What follows belongs to an exercise in optimizing a design on an open flow for small area, a short achievable clock period and few clock cycles; a production flow would make more cautious choices.

==> build 37: inputs <==
==> flow/design.v (excerpt) <==
module quad_photodiode_stepper_centering (
    input  logic                              aclk,
    input  logic                              aresetn,
    input  logic                              s_tvalid,
    output logic                              s_tready,
    input  logic [qpsc_pkg::IN_DATA_W-1:0]    s_tdata,   
    input  logic                              s_tuser,   
    output logic                              m_tvalid,
    input  logic                              m_tready,
    output logic [qpsc_pkg::OUT_DATA_W-1:0]   m_tdata,   
    input  logic                              cfg_we,
    input  logic [qpsc_pkg::CFG_IDX_W-1:0]    cfg_index,
    input  logic [qpsc_pkg::CFG_W-1:0]        cfg_wdata
);
    localparam int SB = qpsc_pkg::SAMPLE_BITS;
    function automatic logic booth_one(input logic [16:0] w, input int k);
        booth_one = w[2*k] ^ ((k == 0) ? 1'b0 : w[2*k-1]);
    endfunction
    function automatic logic booth_two(input logic [16:0] w, input int k);
        logic b0;
        b0 = (k == 0) ? 1'b0 : w[2*k-1];
        booth_two = (w[2*k+1] && !w[2*k] && !b0) || (!w[2*k+1] && w[2*k] && b0);
    endfunction
    logic [qpsc_pkg::STEPS_W-1:0]  init_budget_reg;    
    logic [qpsc_pkg::TGT_W-1:0]    target_reg;
    logic [qpsc_pkg::TOL_W-1:0]    tol_reg;
    logic [qpsc_pkg::MOVES_W-1:0]  max_moves_reg;
    logic [qpsc_pkg::STEPS_W-1:0]  wr_budget;
    always_comb begin
        if (cfg_wdata[qpsc_pkg::STEPS_W-1:0] == '0)
            wr_budget = qpsc_pkg::STEPS_W'(1);
        else if (cfg_wdata[qpsc_pkg::STEPS_W-1:0] > qpsc_pkg::BUDGET_MAX)
            wr_budget = qpsc_pkg::BUDGET_MAX;
        else
            wr_budget = cfg_wdata[qpsc_pkg::STEPS_W-1:0];
    end
    always_ff @(posedge aclk) begin
        if (!aresetn) begin
            init_budget_reg <= qpsc_pkg::INIT_STEPS_RST;
            target_reg      <= qpsc_pkg::TARGET_RST;
            tol_reg         <= qpsc_pkg::TOL_RST;
            max_moves_reg   <= qpsc_pkg::MAX_MOVES_RST;
        end else if (cfg_we) begin
            case (cfg_index)
                qpsc_pkg::CFG_INITIAL_STEPS: init_budget_reg <= wr_budget;
                qpsc_pkg::CFG_TARGET:        target_reg      <= cfg_wdata[qpsc_pkg::TGT_W-1:0];
  ...
export LEC_CHECK = 0
export CAP_MARGIN = 20
export CORE_MARGIN = 2
export CORE_UTILIZATION = 40
export SLEW_MARGIN = 20
export SYNTH_HIERARCHICAL = 1
export SYNTH_MINIMUM_KEEP_SIZE = 0
create_clock -name core_clock -period 12.5 [get_ports {aclk}]
run.sh (not shown) runs the stock make flow with config.mk's settings and CLKGATE_MAP_FILE= SYNTH_SCRIPT=/design/flow/synth_recipe.tcl, a recipe that flattens the netlist after the stock synthesis.
==> inputs of trial 59, as changes to build 37 <==
--- a/flow/design.v
+++ b/flow/design.v
@@ -535,13 +535,13 @@
     assign g = gh | (ph & gl);
     assign p = ph & pl;
 endmodule
 `timescale 1ns / 1ps
 module qpsc_seq (
     input  logic                            aclk,
-    input  logic                            aresetn,
+    input  logic                            rst,          
     input  logic                            fire,         
     input  logic                            start_req,
     input  logic                            no_beam,
     input  logic                            hi,
     input  logic                            lo,
     input  logic [qpsc_pkg::STEPS_W-1:0]    init_budget,  
@@ -598,13 +598,13 @@
             end
             steps_next = budget_next;
             count_next = start_req ? qpsc_pkg::MOVES_W'(1) : count_reg + qpsc_pkg::MOVES_W'(1);
         end
     end
     always_ff @(posedge aclk) begin
-        if (!aresetn) begin
+        if (rst) begin
             status_reg <= qpsc_pkg::ST_IDLE;
             phase_reg  <= '0;
             rev_reg    <= 1'b0;
             budget_reg <= '0;
         end else if (fire) begin
             status_reg <= status_next;
@@ -646,12 +646,16 @@
     endfunction
     function automatic logic booth_two(input logic [16:0] w, input int k);
         logic b0;
         b0 = (k == 0) ? 1'b0 : w[2*k-1];
         booth_two = (w[2*k+1] && !w[2*k] && !b0) || (!w[2*k+1] && w[2*k] && b0);
     endfunction
+    logic rst_late;
+    always_ff @(posedge aclk) begin
+        rst_late <= !aresetn;
+    end
     logic [qpsc_pkg::STEPS_W-1:0]  init_budget_reg;    
     logic [qpsc_pkg::TGT_W-1:0]    target_reg;
     logic [qpsc_pkg::TOL_W-1:0]    tol_reg;
     logic [qpsc_pkg::MOVES_W-1:0]  max_moves_reg;
     logic [qpsc_pkg::STEPS_W-1:0]  wr_budget;
     always_comb begin
@@ -659,27 +663,31 @@
             wr_budget = qpsc_pkg::STEPS_W'(1);
         else if (cfg_wdata[qpsc_pkg::STEPS_W-1:0] > qpsc_pkg::BUDGET_MAX)
             wr_budget = qpsc_pkg::BUDGET_MAX;
         else
             wr_budget = cfg_wdata[qpsc_pkg::STEPS_W-1:0];
     end
+    logic wr_en;
+    assign wr_en = cfg_we && aresetn;
     always_ff @(posedge aclk) begin
-        if (!aresetn) begin
+        if (wr_en && (cfg_index == qpsc_pkg::CFG_INITIAL_STEPS))
+            init_budget_reg <= wr_budget;
+        else if (rst_late)
             init_budget_reg <= qpsc_pkg::INIT_STEPS_RST;
-            target_reg      <= qpsc_pkg::TARGET_RST;
-            tol_reg         <= qpsc_pkg::TOL_RST;
-            max_moves_reg   <= qpsc_pkg::MAX_MOVES_RST;
-        end else if (cfg_we) begin
-            case (cfg_index)
-                qpsc_pkg::CFG_INITIAL_STEPS: init_budget_reg <= wr_budget;
-                qpsc_pkg::CFG_TARGET:        target_reg      <= cfg_wdata[qpsc_pkg::TGT_W-1:0];
-                qpsc_pkg::CFG_TOLERANCE:     tol_reg         <= cfg_wdata[qpsc_pkg::TOL_W-1:0];
-                qpsc_pkg::CFG_MAX_MOVES:     max_moves_reg   <= cfg_wdata[qpsc_pkg::MOVES_W-1:0];
-                default: ;
-            endcase
-        end
+        if (wr_en && (cfg_index == qpsc_pkg::CFG_TARGET))
+            target_reg <= cfg_wdata[qpsc_pkg::TGT_W-1:0];
+        else if (rst_late)
+            target_reg <= qpsc_pkg::TARGET_RST;
+        if (wr_en && (cfg_index == qpsc_pkg::CFG_TOLERANCE))
+            tol_reg <= cfg_wdata[qpsc_pkg::TOL_W-1:0];
+        else if (rst_late)
+            tol_reg <= qpsc_pkg::TOL_RST;
+        if (wr_en && (cfg_index == qpsc_pkg::CFG_MAX_MOVES))
+            max_moves_reg <= cfg_wdata[qpsc_pkg::MOVES_W-1:0];
+        else if (rst_late)
+            max_moves_reg <= qpsc_pkg::MAX_MOVES_RST;
     end
     logic [16:0] band_hi17, band_lo17;
     logic [7:0]  hi_one, hi_two, hi_negn, lo_one, lo_two, lo_negn;
     logic        hi_over, lo_under;
     assign band_hi17 = {target_reg[15], target_reg} + {2'b00, tol_reg};
     assign band_lo17 = {target_reg[15], target_reg} - {2'b00, tol_reg};
@@ -692,30 +700,22 @@
             lo_two[k]  <= booth_two(band_lo17, k);
             lo_negn[k] <= band_lo17[2*k+1];       
         end
         hi_over  <= !band_hi17[16] && band_hi17[15];
         lo_under <= band_lo17[16] && !band_lo17[15];
     end
-    logic                s0_valid;
-    logic                s0_start;
-    logic [SB:0]         s0_bd, s0_ac;
-    logic [SB-1:0]       qa, qb, qc, qd;
-    assign {qd, qc, qb, qa} = s_tdata[4*SB-1:0];
-    always_ff @(posedge aclk) begin
-        s0_start <= s_tuser;
-        s0_bd    <= {1'b0, qb} + {1'b0, qd};
-        s0_ac    <= {1'b0, qa} + {1'b0, qc};
-    end
     logic                s1_valid;
     logic                s1_start;
     logic [13:0]         s1_sum;
     logic signed [14:0]  s1_diff;
+    logic [SB-1:0]       qa, qb, qc, qd;
+    assign {qd, qc, qb, qa} = s_tdata[4*SB-1:0];
     always_ff @(posedge aclk) begin
-        s1_start <= s0_start;
-        s1_sum   <= {1'b0, s0_bd} + {1'b0, s0_ac};
-        s1_diff  <= {2'b00, s0_bd} - {2'b00, s0_ac};
+        s1_start <= s_tuser;
+        s1_sum   <= 14'(qa) + 14'(qb) + 14'(qc) + 14'(qd);
+        s1_diff  <= 15'(qb) + 15'(qd) - 15'(qa) - 15'(qc);
     end
     logic s2_valid, s2_start, s2_nobeam, s2_hi, s2_lo;
     logic ev_hi, ev_lo;
     qpsc_eval u_eval (
         .sum     (s1_sum),
         .diff    (s1_diff),
@@ -733,66 +733,63 @@
     always_ff @(posedge aclk) begin
         s2_start  <= s1_start;
         s2_nobeam <= (s1_sum == '0);
         s2_hi     <= ev_hi;
         s2_lo     <= ev_lo;
     end
-    localparam int QN = 4;            
+    localparam int QN = 3;            
     logic [3:0] q [QN];               
-    logic [2:0] q_count, q_count_next, q_wr;
+    logic [1:0] q_wptr, q_rptr;
+    logic [2:0] q_count;              
     logic [3:0] s2_tok, head;
-    logic       head_valid, fire, push, pop;
+    logic       head_valid, fire;
     logic       out_valid_reg;
     logic       ready_reg;
     logic       take;
-    logic [2:0] flight;               
+    logic [1:0] flight;               
     assign s2_tok     = {s2_start, s2_nobeam, s2_hi, s2_lo};
-    assign head       = (q_count != 3'd0) ? q[0] : s2_tok;
+    assign head       = (q_count != 3'd0) ? q[q_rptr] : s2_tok;
     assign head_valid = (q_count != 3'd0) || s2_valid;
     assign fire       = head_valid && (!out_valid_reg || m_tready);
-    assign pop        = fire && (q_count != 3'd0);
-    assign push       = s2_valid && !(fire && (q_count == 3'd0));
-    assign q_count_next = q_count + 3'(push) - 3'(pop);
-    assign q_wr       = q_count - 3'(pop);
     assign s_tready = ready_reg;
     assign take     = s_tvalid && ready_reg;
     always_ff @(posedge aclk) begin
-        for (int i = 0; i < QN; i++) begin
-            if (push && (q_wr == 3'(i)))
-                q[i] <= s2_tok;
-            else if (pop && (i < QN - 1))
-                q[i] <= q[(i < QN - 1) ? i + 1 : i];
-        end
+        if (s2_valid)
+            q[q_wptr] <= s2_tok;
     end
     always_ff @(posedge aclk) begin
         if (!aresetn) begin
-            s0_valid      <= 1'b0;
             s1_valid      <= 1'b0;
             s2_valid      <= 1'b0;
+            q_wptr        <= 2'd0;
+            q_rptr        <= 2'd0;
             q_count       <= 3'd0;
-            flight        <= 3'd0;
+            flight        <= 2'd0;
             ready_reg     <= 1'b0;
             out_valid_reg <= 1'b0;
         end else begin
-            s0_valid      <= take;
-            s1_valid      <= s0_valid;
+            s1_valid      <= take;
             s2_valid      <= s1_valid;
-            q_count       <= q_count_next;
-            flight        <= flight + 3'(take) - 3'(fire);
+            if (s2_valid)
+                q_wptr    <= (q_wptr == 2'(QN - 1)) ? 2'd0 : q_wptr + 2'd1;
+            if (fire)
+                q_rptr    <= (q_rptr == 2'(QN - 1)) ? 2'd0 : q_rptr + 2'd1;
+            q_count       <= q_count + 3'(s2_valid) - 3'(fire);
+            flight        <= flight + 2'(take) - 2'(fire);
             case ({take, fire})
-                2'b10:   ready_reg <= (flight <= 3'(QN - 2));
+                2'b10:   ready_reg <= (flight <= 2'(QN - 2));
                 2'b01:   ready_reg <= 1'b1;
-                default: ready_reg <= (flight <= 3'(QN - 1));
+                default: ready_reg <= (flight <= 2'(QN - 1));
             endcase
             out_valid_reg <= fire || (out_valid_reg && !m_tready);
         end
     end
     qpsc_pkg::qpsc_result_t result;
     qpsc_seq u_seq (
         .aclk        (aclk),
-        .aresetn     (aresetn),
+        .rst         (rst_late),
         .fire        (fire),
         .start_req   (head[3]),
         .no_beam     (head[2]),
         .hi          (head[1]),
         .lo          (head[0]),
         .init_budget (init_budget_reg),
--- a/flow/config.mk
+++ b/flow/config.mk
@@ -5,9 +5,9 @@
 export SDC_FILE = /design/flow/constraint.sdc
 export NUM_CORES = 4
 export LEC_CHECK = 0
 export CAP_MARGIN = 20
 export CORE_MARGIN = 2
 export CORE_UTILIZATION = 40
-export SLEW_MARGIN = 20
+export SLEW_MARGIN = 60
 export SYNTH_HIERARCHICAL = 1
 export SYNTH_MINIMUM_KEEP_SIZE = 0
==> inputs of build 93, as changes to build 37 <==
--- a/flow/design.v
+++ b/flow/design.v
@@ -107,19 +107,14 @@
     logic x64, y64, x65, y65, x66, y66, x67, y67, x68, y68, x69, y69, x70, y70, x71, y71;
     logic x72, y72, x73, y73, x74, y74, x75, y75, x76, y76, x77, y77, x78, y78, x79, y79;
     logic x80, y80, x81, y81, x82, y82, x83, y83, x84, y84, x85, y85, x86, y86, x87, y87;
     logic x88, y88, x89, y89, x90, y90, x91, y91, x92, y92, x93, y93, x94, y94, x95, y95;
     logic x96, y96, x97, y97, x98, y98, x99, y99, x100, y100, x101, y101, x102, y102, x103, y103;
     logic x104, y104, x105, y105, x106, y106, x107, y107, x108, y108, x109, y109, x110, y110, x111, y111;
-    logic x112, y112, x113, y113, x114, y114, x115, y115, x116, y116, x117, y117, x118, y118, cg0, cp0;
-    logic cg1, cp1, cg2, cp2, cg3, cp3, cg4, cp4, cg5, cp5, cg6, cp6, cg7, cp7, cg8, cp8;
-    logic cg9, cp9, cg10, cp10, cg11, cp11, cg12, cp12, cg13, cp13, cg14, cp14, cg15, cp15, cg16, cp16;
-    logic cg17, cp17, cg18, cp18, cg19, cp19, cg20, cp20, cg21, cp21, cg22, cp22, cg23, cp23, cg24, cp24;
-    logic cg25, cp25, cg26, cp26, cg27, cp27, cg28, cp28;
-    logic [30:0] ta, tb, tg, tp;
-    logic total_msb;
+    logic x112, y112, x113, y113, x114, y114, x115, y115, x116, y116, x117, y117, x118, y118;
+    logic [30:0] ta, tb, total;
     assign x0 = ~((((one[0] & s[10]) | (two[0] & s[9])) ^ negn[0]) ^ (((one[1] & s[8]) | (two[1] & s[7])) ^ negn[1]));
     assign y0 = (((one[0] & s[10]) | (two[0] & s[9])) ^ negn[0]) | (((one[1] & s[8]) | (two[1] & s[7])) ^ negn[1]);
     assign x1 = ~((((one[0] & s[11]) | (two[0] & s[10])) ^ negn[0]) ^ (((one[1] & s[9]) | (two[1] & s[8])) ^ negn[1]));
     assign y1 = (((one[0] & s[11]) | (two[0] & s[10])) ^ negn[0]) | (((one[1] & s[9]) | (two[1] & s[8])) ^ negn[1]);
     qpsc_fa f2 (.a((((one[0] & s[12]) | (two[0] & s[11])) ^ negn[0])), .b((((one[1] & s[10]) | (two[1] & s[9])) ^ negn[1])), .c((((one[2] & s[8]) | (two[2] & s[7])) ^ negn[2])), .s(x2), .co(y2));
     assign x3 = ~((((one[3] & s[6]) | (two[3] & s[5])) ^ negn[3]) ^ (((one[4] & s[4]) | (two[4] & s[3])) ^ negn[4]));
@@ -262,45 +257,14 @@
     assign x117 = x89 ^ y88;
     assign y117 = x89 & y88;
     assign x118 = x90 ^ y89;
     assign y118 = x90 & y89;
     assign ta = {y90, x118, x117, x116, x115, x114, x113, x112, x111, x110, x109, x108, x107, x106, x105, x104, x103, x102, x101, x100, x99, x98, x97, x96, x95, x94, x93, x92, x91, (((one[0] & s[1]) | (two[0] & s[0])) ^ negn[0]), (((one[0] & s[0])) ^ negn[0])};
     assign tb = {y118, y117, y116, y115, y114, y113, y112, y111, y110, y109, y108, y107, y106, y105, y104, y103, y102, y101, y100, y99, y98, y97, y96, y95, y94, y93, y92, y91, negn[1], 1'b1, negn[0]};
-    assign tg = ~(ta | tb);
-    assign tp = ~(ta & tb);
-    qpsc_gp c0 (.gh(tg[1]), .ph(tp[1]), .gl(tg[0]), .pl(tp[0]), .g(cg0), .p(cp0));
-    qpsc_gp c1 (.gh(tg[3]), .ph(tp[3]), .gl(tg[2]), .pl(tp[2]), .g(cg1), .p(cp1));
-    qpsc_gp c2 (.gh(tg[5]), .ph(tp[5]), .gl(tg[4]), .pl(tp[4]), .g(cg2), .p(cp2));
-    qpsc_gp c3 (.gh(tg[7]), .ph(tp[7]), .gl(tg[6]), .pl(tp[6]), .g(cg3), .p(cp3));
-    qpsc_gp c4 (.gh(tg[9]), .ph(tp[9]), .gl(tg[8]), .pl(tp[8]), .g(cg4), .p(cp4));
-    qpsc_gp c5 (.gh(tg[11]), .ph(tp[11]), .gl(tg[10]), .pl(tp[10]), .g(cg5), .p(cp5));
-    qpsc_gp c6 (.gh(tg[13]), .ph(tp[13]), .gl(tg[12]), .pl(tp[12]), .g(cg6), .p(cp6));
-    qpsc_gp c7 (.gh(tg[15]), .ph(tp[15]), .gl(tg[14]), .pl(tp[14]), .g(cg7), .p(cp7));
-    qpsc_gp c8 (.gh(tg[17]), .ph(tp[17]), .gl(tg[16]), .pl(tp[16]), .g(cg8), .p(cp8));
-    qpsc_gp c9 (.gh(tg[19]), .ph(tp[19]), .gl(tg[18]), .pl(tp[18]), .g(cg9), .p(cp9));
-    qpsc_gp c10 (.gh(tg[21]), .ph(tp[21]), .gl(tg[20]), .pl(tp[20]), .g(cg10), .p(cp10));
-    qpsc_gp c11 (.gh(tg[23]), .ph(tp[23]), .gl(tg[22]), .pl(tp[22]), .g(cg11), .p(cp11));
-    qpsc_gp c12 (.gh(tg[25]), .ph(tp[25]), .gl(tg[24]), .pl(tp[24]), .g(cg12), .p(cp12));
-    qpsc_gp c13 (.gh(tg[27]), .ph(tp[27]), .gl(tg[26]), .pl(tp[26]), .g(cg13), .p(cp13));
-    qpsc_gp c14 (.gh(tg[29]), .ph(tp[29]), .gl(tg[28]), .pl(tp[28]), .g(cg14), .p(cp14));
-    qpsc_gp c15 (.gh(cg1), .ph(cp1), .gl(cg0), .pl(cp0), .g(cg15), .p(cp15));
-    qpsc_gp c16 (.gh(cg3), .ph(cp3), .gl(cg2), .pl(cp2), .g(cg16), .p(cp16));
-    qpsc_gp c17 (.gh(cg5), .ph(cp5), .gl(cg4), .pl(cp4), .g(cg17), .p(cp17));
-    qpsc_gp c18 (.gh(cg7), .ph(cp7), .gl(cg6), .pl(cp6), .g(cg18), .p(cp18));
-    qpsc_gp c19 (.gh(cg9), .ph(cp9), .gl(cg8), .pl(cp8), .g(cg19), .p(cp19));
-    qpsc_gp c20 (.gh(cg11), .ph(cp11), .gl(cg10), .pl(cp10), .g(cg20), .p(cp20));
-    qpsc_gp c21 (.gh(cg13), .ph(cp13), .gl(cg12), .pl(cp12), .g(cg21), .p(cp21));
-    qpsc_gp c22 (.gh(cg16), .ph(cp16), .gl(cg15), .pl(cp15), .g(cg22), .p(cp22));
-    qpsc_gp c23 (.gh(cg18), .ph(cp18), .gl(cg17), .pl(cp17), .g(cg23), .p(cp23));
-    qpsc_gp c24 (.gh(cg20), .ph(cp20), .gl(cg19), .pl(cp19), .g(cg24), .p(cp24));
-    qpsc_gp c25 (.gh(cg14), .ph(cp14), .gl(cg21), .pl(cp21), .g(cg25), .p(cp25));
-    qpsc_gp c26 (.gh(cg23), .ph(cp23), .gl(cg22), .pl(cp22), .g(cg26), .p(cp26));
-    qpsc_gp c27 (.gh(cg25), .ph(cp25), .gl(cg24), .pl(cp24), .g(cg27), .p(cp27));
-    qpsc_gp c28 (.gh(cg27), .ph(cp27), .gl(cg26), .pl(cp26), .g(cg28), .p(cp28));
-    assign total_msb = (ta[30] ^ tb[30]) ^ cg28;
-    assign neg = total_msb;
+    assign total = ~ta + ~tb;
+    assign neg = total[30];
 endmodule
 module qpsc_band_test_dp (
     input  logic [7:0] one,
     input  logic [7:0] two,
     input  logic [7:0] negn,
     input  logic [13:0] s,
@@ -319,18 +283,14 @@
     logic x72, y72, x73, y73, x74, y74, x75, y75, x76, y76, x77, y77, x78, y78, x79, y79;
     logic x80, y80, x81, y81, x82, y82, x83, y83, x84, y84, x85, y85, x86, y86, x87, y87;
     logic x88, y88, x89, y89, x90, y90, x91, y91, x92, y92, x93, y93, x94, y94, x95, y95;
     logic x96, y96, x97, y97, x98, y98, x99, y99, x100, y100, x101, y101, x102, y102, x103, y103;
     logic x104, y104, x105, y105, x106, y106, x107, y107, x108, y108, x109, y109, x110, y110, x111, y111;
     logic x112, y112, x113, y113, x114, y114, x115, y115, x116, y116, x117, y117, x118, y118, x119, y119;
-    logic x120, y120, cg0, cp0, cg1, cp1, cg2, cp2, cg3, cp3, cg4, cp4, cg5, cp5, cg6, cp6;
-    logic cg7, cp7, cg8, cp8, cg9, cp9, cg10, cp10, cg11, cp11, cg12, cp12, cg13, cp13, cg14, cp14;
-    logic cg15, cp15, cg16, cp16, cg17, cp17, cg18, cp18, cg19, cp19, cg20, cp20, cg21, cp21, cg22, cp22;
-    logic cg23, cp23, cg24, cp24, cg25, cp25, cg26, cp26, cg27, cp27, cg28, cp28;
-    logic [30:0] ta, tb, tg, tp;
-    logic total_msb;
+    logic x120, y120;
+    logic [30:0] ta, tb, total;
     assign x0 = ~(~negn[0] ^ (((one[1] & s[13]) | (two[1] & s[12])) ^ negn[1]));
     assign y0 = ~negn[0] | (((one[1] & s[13]) | (two[1] & s[12])) ^ negn[1]);
     assign x1 = ~((((two[1] & s[13])) ^ negn[1]) ^ (((one[2] & s[12]) | (two[2] & s[11])) ^ negn[2]));
     assign y1 = (((two[1] & s[13])) ^ negn[1]) | (((one[2] & s[12]) | (two[2] & s[11])) ^ negn[2]);
     assign x2 = ~((((one[0] & s[10]) | (two[0] & s[9])) ^ negn[0]) ^ (((one[1] & s[8]) | (two[1] & s[7])) ^ negn[1]));
     assign y2 = (((one[0] & s[10]) | (two[0] & s[9])) ^ negn[0]) | (((one[1] & s[8]) | (two[1] & s[7])) ^ negn[1]);
@@ -477,67 +437,25 @@
     assign x119 = x91 ^ y90;
     assign y119 = x91 & y90;
     assign x120 = x92 ^ y91;
     assign y120 = x92 & y91;
     assign ta = {y92, x120, x119, x118, x117, x116, x115, x114, x113, x112, x111, x110, x109, x108, x107, x106, x105, x104, x103, x102, x101, x100, x99, x98, x97, x96, x95, x94, x93, (((one[0] & s[1]) | (two[0] & s[0])) ^ negn[0]), (((one[0] & s[0])) ^ negn[0])};
     assign tb = {y120, y119, y118, y117, y116, y115, y114, y113, y112, y111, y110, y109, y108, y107, y106, y105, y104, y103, y102, y101, y100, y99, y98, y97, y96, y95, y94, y93, negn[1], 1'b1, negn[0]};
-    assign tg = ~(ta | tb);
-    assign tp = ~(ta & tb);
-    qpsc_gp c0 (.gh(tg[1]), .ph(tp[1]), .gl(tg[0]), .pl(tp[0]), .g(cg0), .p(cp0));
-    qpsc_gp c1 (.gh(tg[3]), .ph(tp[3]), .gl(tg[2]), .pl(tp[2]), .g(cg1), .p(cp1));
-    qpsc_gp c2 (.gh(tg[5]), .ph(tp[5]), .gl(tg[4]), .pl(tp[4]), .g(cg2), .p(cp2));
-    qpsc_gp c3 (.gh(tg[7]), .ph(tp[7]), .gl(tg[6]), .pl(tp[6]), .g(cg3), .p(cp3));
-    qpsc_gp c4 (.gh(tg[9]), .ph(tp[9]), .gl(tg[8]), .pl(tp[8]), .g(cg4), .p(cp4));
-    qpsc_gp c5 (.gh(tg[11]), .ph(tp[11]), .gl(tg[10]), .pl(tp[10]), .g(cg5), .p(cp5));
-    qpsc_gp c6 (.gh(tg[13]), .ph(tp[13]), .gl(tg[12]), .pl(tp[12]), .g(cg6), .p(cp6));
-    qpsc_gp c7 (.gh(tg[15]), .ph(tp[15]), .gl(tg[14]), .pl(tp[14]), .g(cg7), .p(cp7));
-    qpsc_gp c8 (.gh(tg[17]), .ph(tp[17]), .gl(tg[16]), .pl(tp[16]), .g(cg8), .p(cp8));
-    qpsc_gp c9 (.gh(tg[19]), .ph(tp[19]), .gl(tg[18]), .pl(tp[18]), .g(cg9), .p(cp9));
-    qpsc_gp c10 (.gh(tg[21]), .ph(tp[21]), .gl(tg[20]), .pl(tp[20]), .g(cg10), .p(cp10));
-    qpsc_gp c11 (.gh(tg[23]), .ph(tp[23]), .gl(tg[22]), .pl(tp[22]), .g(cg11), .p(cp11));
-    qpsc_gp c12 (.gh(tg[25]), .ph(tp[25]), .gl(tg[24]), .pl(tp[24]), .g(cg12), .p(cp12));
-    qpsc_gp c13 (.gh(tg[27]), .ph(tp[27]), .gl(tg[26]), .pl(tp[26]), .g(cg13), .p(cp13));
-    qpsc_gp c14 (.gh(tg[29]), .ph(tp[29]), .gl(tg[28]), .pl(tp[28]), .g(cg14), .p(cp14));
-    qpsc_gp c15 (.gh(cg1), .ph(cp1), .gl(cg0), .pl(cp0), .g(cg15), .p(cp15));
-    qpsc_gp c16 (.gh(cg3), .ph(cp3), .gl(cg2), .pl(cp2), .g(cg16), .p(cp16));
-    qpsc_gp c17 (.gh(cg5), .ph(cp5), .gl(cg4), .pl(cp4), .g(cg17), .p(cp17));
-    qpsc_gp c18 (.gh(cg7), .ph(cp7), .gl(cg6), .pl(cp6), .g(cg18), .p(cp18));
-    qpsc_gp c19 (.gh(cg9), .ph(cp9), .gl(cg8), .pl(cp8), .g(cg19), .p(cp19));
-    qpsc_gp c20 (.gh(cg11), .ph(cp11), .gl(cg10), .pl(cp10), .g(cg20), .p(cp20));
-    qpsc_gp c21 (.gh(cg13), .ph(cp13), .gl(cg12), .pl(cp12), .g(cg21), .p(cp21));
-    qpsc_gp c22 (.gh(cg16), .ph(cp16), .gl(cg15), .pl(cp15), .g(cg22), .p(cp22));
-    qpsc_gp c23 (.gh(cg18), .ph(cp18), .gl(cg17), .pl(cp17), .g(cg23), .p(cp23));
-    qpsc_gp c24 (.gh(cg20), .ph(cp20), .gl(cg19), .pl(cp19), .g(cg24), .p(cp24));
-    qpsc_gp c25 (.gh(cg14), .ph(cp14), .gl(cg21), .pl(cp21), .g(cg25), .p(cp25));
-    qpsc_gp c26 (.gh(cg23), .ph(cp23), .gl(cg22), .pl(cp22), .g(cg26), .p(cp26));
-    qpsc_gp c27 (.gh(cg25), .ph(cp25), .gl(cg24), .pl(cp24), .g(cg27), .p(cp27));
-    qpsc_gp c28 (.gh(cg27), .ph(cp27), .gl(cg26), .pl(cp26), .g(cg28), .p(cp28));
-    assign total_msb = (ta[30] ^ tb[30]) ^ cg28;
-    assign neg = total_msb;
+    assign total = ~ta + ~tb;
+    assign neg = total[30];
 endmodule
 module qpsc_fa (
     input  logic a,
     input  logic b,
     input  logic c,
     output logic s,
     output logic co
 );
     assign s  = a ^ b ^ c;
     assign co = (a & b) | (a & c) | (b & c);
 endmodule
-module qpsc_gp (
-    input  logic gh,
-    input  logic ph,
-    input  logic gl,
-    input  logic pl,
-    output logic g,
-    output logic p
-);
-    assign g = gh | (ph & gl);
-    assign p = ph & pl;
-endmodule
 `timescale 1ns / 1ps
 module qpsc_seq (
     input  logic                            aclk,
     input  logic                            aresetn,
     input  logic                            fire,         
     input  logic                            start_req,
@@ -741,13 +659,12 @@
     logic [2:0] q_count, q_count_next, q_wr;
     logic [3:0] s2_tok, head;
     logic       head_valid, fire, push, pop;
     logic       out_valid_reg;
     logic       ready_reg;
     logic       take;
-    logic [2:0] flight;               
     assign s2_tok     = {s2_start, s2_nobeam, s2_hi, s2_lo};
     assign head       = (q_count != 3'd0) ? q[0] : s2_tok;
     assign head_valid = (q_count != 3'd0) || s2_valid;
     assign fire       = head_valid && (!out_valid_reg || m_tready);
     assign pop        = fire && (q_count != 3'd0);
     assign push       = s2_valid && !(fire && (q_count == 3'd0));
@@ -766,26 +683,20 @@
     always_ff @(posedge aclk) begin
         if (!aresetn) begin
             s0_valid      <= 1'b0;
             s1_valid      <= 1'b0;
             s2_valid      <= 1'b0;
             q_count       <= 3'd0;
-            flight        <= 3'd0;
             ready_reg     <= 1'b0;
             out_valid_reg <= 1'b0;
         end else begin
             s0_valid      <= take;
             s1_valid      <= s0_valid;
             s2_valid      <= s1_valid;
             q_count       <= q_count_next;
-            flight        <= flight + 3'(take) - 3'(fire);
-            case ({take, fire})
-                2'b10:   ready_reg <= (flight <= 3'(QN - 2));
-                2'b01:   ready_reg <= 1'b1;
-                default: ready_reg <= (flight <= 3'(QN - 1));
-            endcase
+            ready_reg     <= (3'(take) + 3'(s0_valid) + 3'(s1_valid) + q_count_next < 3'(QN));
             out_valid_reg <= fire || (out_valid_reg && !m_tready);
         end
     end
     qpsc_pkg::qpsc_result_t result;
     qpsc_seq u_seq (
         .aclk        (aclk),
==> comparison <==
Final cell count: build 37 > build 93 > trial 59. The lowest routed wire length belongs to trial 59, the highest to build 37. Core utilization is about the same in trial 59 and build 37. The lowest worst setup slack belongs to trial 59, the highest to build 93. Synthesized area: build 93 is smaller than build 37 (2.9%). Die area, lowest first: build 93, trial 59, build 37. In build 37 the register-to-register slack is better than in trial 59, by 20 ps. First-iteration DRC count: build 37 > build 93 > trial 59.
==> figures <==
metric                                                                  build 93     trial 59     build 37
Outcome                                                 timing/DRC/antenna clean  timing/DRC/antenna clean  timing/DRC/antenna clean
Tap cell instance count                                                      773          782          782
Antenna violations before repair                                               2            1            0
# clk buffers                                                                 44           34           36
Count of multi-input combinational gates                                   1,896        1,864        2,009
N_diodes                                                                       1            1            0
Highest clock rate                                                       191 MHz      161 MHz      191 MHz
Worst relative slew slack                                                  0.288        0.627        0.257
Global-route wire length before repair                                100,000 um    97,000 um   101,000 um
Worst slack at placement                                                 7130 ps      5780 ps      7210 ps
Length in cells of the worst reg-to-reg path                                  13           17           17
Fin util                                                                   0.445        0.434        0.434
Post-detailed-placement cell area                                    0.0252 mm^2  0.0252 mm^2  0.0253 mm^2
Crit path buffers/inverters                                                    2            4            2
Die Span X                                                                248 um       250 um       252 um
Share of final-layout standard cells stronger than drive strength 1       0.0501       0.0830       0.0671
Final cell count without fillers                                           3,390        3,277        3,404
Total number of placement rows                                                89           90           90
Number of iterations in the first detailed-routing pass                        6            5            5
Largest fanout of any net on the critical path                                13            5           16
No run of this note included a check of the RTL's function; only the layout flow was run.

[port drivers added, routing unchanged]
How much do the figures lean on ideal ports? The routed layouts below were timed once more, with nothing changed but the port constraints.
Step 1 assumes that a clkbuf_16 drives the clock port and a buf_2 every other input.
Step 2 times the ports against the registers' clock, not the clock port: input delays grow and output delays shrink by t, the midpoint of the rising clock arrivals with the driver on.
a / b / c = ideal / step 1 / step 2; a / b = the first two.
run | shift t [ns] | slack for setup (ns) | hold slack, ns | latest minus earliest clock arrival (ns) | worst slew at a driven data input, ns
build 37 | 0.610 | 7.257 / 7.257 / 7.193 | 0.335 / 0.335 / 0.335 | 0.018 / 0.018 | 0.05
trial 59 | 0.585 | 6.289 / 6.308 / 5.722 | 0.325 / 0.325 / 0.325 | 0.014 / 0.015 | 0.08
build 93 | 0.645 | 7.260 / 7.260 / 7.103 | 0.331 / 0.331 / 0.331 | 0.036 / 0.036 | 0.05
After both steps every run listed still meets setup and hold. For trial 59, which loses most, drivers alone change the setup slack by +0.019 ns; drivers and shift together by -0.567 ns.
